Context: an optimization exercise on an open-source flow, tuned for small area, a short achievable clock period and few clock cycles. The choices shown serve that exercise and are no tape-out recipe. Power and IR drop assume default switching activity.

Design base58_encoder_unit, start of the top module:
module base58_encoder_unit #(
    parameter int MAX_BYTES   = b58enc_pkg::MAX_BYTES_DEF,
    parameter int DIGIT_SLOTS = b58enc_pkg::DIGIT_SLOTS_DEF,
    parameter int STEP_BITS   = 4
) (
    input  logic                          i_clk,
    input  logic                          i_rst_n,
    input  logic                          i_in_valid,
    output logic                          o_in_ready,
    input  logic [b58enc_pkg::BYTE_W-1:0] i_in_data_byte,
    input  logic                          i_in_last_byte,
    output logic                          o_out_valid,
    input  logic                          i_out_ready,
    output logic [b58enc_pkg::CHAR_W-1:0] o_out_char,
    output logic                          o_out_last_char,
    output logic                          o_out_overflow
);
Settings: LEC_CHECK=0, ABC_AREA=1, CAP_MARGIN=20, CORE_MARGIN=2, CORE_UTILIZATION=40, CTS_BUF_LIST=sky130_fd_sc_hd__clkbuf_4, SLEW_MARGIN=20; clock period 12.0 ns.
standard.sh (not shown) runs the stock make flow with config.mk's settings and CLKGATE_MAP_FILE= SYNTH_SCRIPT=/design/flow/synth_recipe.tcl, a recipe that flattens the netlist after the stock synthesis.
==> flow/flow/run.sh <==
#!/bin/bash
# standard layout, except for how synthesis maps the logic: ABC runs the script in
# flow/abc_area.script (more restructuring before an area-oriented mapping), and the
# adder extraction that would fix xor/and pairs as half-adder cells before ABC is off;
# the synthesis passes before that, the registers and every later step are ORFS's own
set -euo pipefail
WORK=$(pwd)
rm -rf "$WORK/scripts_abc"
cp -r "$FLOW_HOME/scripts" "$WORK/scripts_abc"
cp "$WORK/flow/abc_area.script" "$WORK/scripts_abc/abc_area.script"
bash standard.sh SCRIPTS_DIR="$WORK/scripts_abc" ADDER_MAP_FILE= synth > "$WORK/synth.log" 2>&1
bash standard.sh > "$WORK/layout.log" 2>&1
==> flow/flow/abc_area.script <==
strash
dc2
balance
rewrite
refactor
balance
rewrite
rewrite -z
balance
refactor -z
rewrite -z
balance
dch -f
map -a -B 0.9
topo
stime -c
buffer -c
upsize -c
dnsize -c
Next try:
==> flow/run.sh (new file) <==
#!/bin/bash
# synth_recipe.tcl (not shown) runs the flow's synth.tcl, then flattens the netlist and writes it again
# the make line also repeats each setting of config.mk as NAME=value (left out here)
make -C /OpenROAD-flow-scripts/flow DESIGN_CONFIG=/design/flow/config.mk WORK_HOME=/design/flow/orfs CLKGATE_MAP_FILE= SYNTH_SCRIPT=/design/flow/synth_recipe.tcl finish
Settings changed: CTS_BUF_LIST sky130_fd_sc_hd__clkbuf_4 to default.
removed: flow/flow/run.sh
removed: flow/flow/abc_area.script
removed: flow/standard.sh
The new run ran to the end with no violations.
Die area rises by 14%.
Hold slack gets worse by 0.0090 ns.
Worst setup slack improved by 0.33 ns.
Clock skew is lower by 0.044 ns.
Sequential power barely changes.
Core utilization fell by 0.24 points.
Final cell count is higher by about 13%.
Next try:
==> flow/flow/run.sh (new file) <==
#!/bin/bash
# standard layout, except for how synthesis maps the logic: ABC runs the script in
# flow/abc_area.script (more restructuring before an area-oriented mapping), and the
# adder extraction that would fix xor/and pairs as half-adder cells before ABC is off;
# the synthesis passes before that, the registers and every later step are ORFS's own
set -euo pipefail
WORK=$(pwd)
rm -rf "$WORK/scripts_abc"
cp -r "$FLOW_HOME/scripts" "$WORK/scripts_abc"
cp "$WORK/flow/abc_area.script" "$WORK/scripts_abc/abc_area.script"
bash standard.sh SCRIPTS_DIR="$WORK/scripts_abc" ADDER_MAP_FILE= synth > "$WORK/synth.log" 2>&1
bash standard.sh > "$WORK/layout.log" 2>&1
==> flow/flow/abc_area.script (new file) <==
strash
dc2
balance
rewrite
refactor
balance
rewrite
rewrite -z
balance
refactor -z
rewrite -z
balance
dch -f
map -a -B 0.9
topo
stime -c
buffer -c
upsize -c
dnsize -c
==> flow/standard.sh (new file) <==
#!/bin/bash
# synth_recipe.tcl (not shown) runs the flow's synth.tcl, then flattens the netlist and writes it again
# the make line also repeats each setting of config.mk as NAME=value (left out here)
make -C /OpenROAD-flow-scripts/flow DESIGN_CONFIG=/design/flow/config.mk WORK_HOME=/design/flow/orfs CLKGATE_MAP_FILE= SYNTH_SCRIPT=/design/flow/synth_recipe.tcl "${@:-finish}"
removed: flow/run.sh
Routed wire length fell by 6.3%.
Cell area fell by 12%.
Non-clock buffer count rose by 2.
Combinational power fell by 4.4%.
Synthesized area fell by 13%.
Final cell count fell by 13%.
Power rose by 0.37%.
Worst setup slack degrades by 0.33 ns.
Core utilization rose by 0.45 points.
Next try:
==> flow/flow/run.sh (replaced) <==
#!/bin/bash
# standard layout, except that synthesis maps the logic with the ABC script in
# flow/abc_area.script (more restructuring before an area-oriented mapping);
# everything else, including the synthesis passes before ABC, is ORFS's own
set -euo pipefail
WORK=$(pwd)
rm -rf "$WORK/scripts_abc"
cp -r "$FLOW_HOME/scripts" "$WORK/scripts_abc"
cp "$WORK/flow/abc_area.script" "$WORK/scripts_abc/abc_area.script"
bash standard.sh SCRIPTS_DIR="$WORK/scripts_abc" synth > "$WORK/synth.log" 2>&1
bash standard.sh > "$WORK/layout.log" 2>&1
Settings changed: CTS_BUF_LIST from default to sky130_fd_sc_hd__clkbuf_4.
Hold slack degrades by 0.033 ns.
Count of clock-buffer cells in the layout goes up by 87.
Cell area falls slightly.
No run of this note included a check of the RTL's function; only the layout flow was run.

-- separate check: timing with driven ports --
Ports are ideal in the flow. The routed layouts listed here were re-timed in OpenROAD.
Step 1 assumes that a clkbuf_16 drives the clock port and a buf_2 every other input.
Step 2 times the ports against the registers' clock, not the clock port: input delays grow and output delays shrink by t, the midpoint of the rising clock arrivals with the driver on.
Three values: ideal ports, drivers, drivers and shift; two values: the first two.
run	t (ns)	slack for setup (ns)	worst hold slack (ns)	cell pins on the clock port's net
the first run	0.934	7.494 / 7.494 / 7.494	0.465 / 0.465 / 0.465	1
the second run	0.650	7.827 / 7.827 / 7.700	0.456 / 0.456 / 0.456	1
the third run	0.657	7.497 / 7.497 / 7.497	0.464 / 0.464 / 0.464	1
the fourth run	0.945	7.436 / 7.436 / 7.436	0.431 / 0.431 / 0.431	1
After both steps every run listed still meets setup and hold. The setup slack of the second run, which loses most, moves by 0.000 ns with the drivers and by -0.127 ns with both steps.
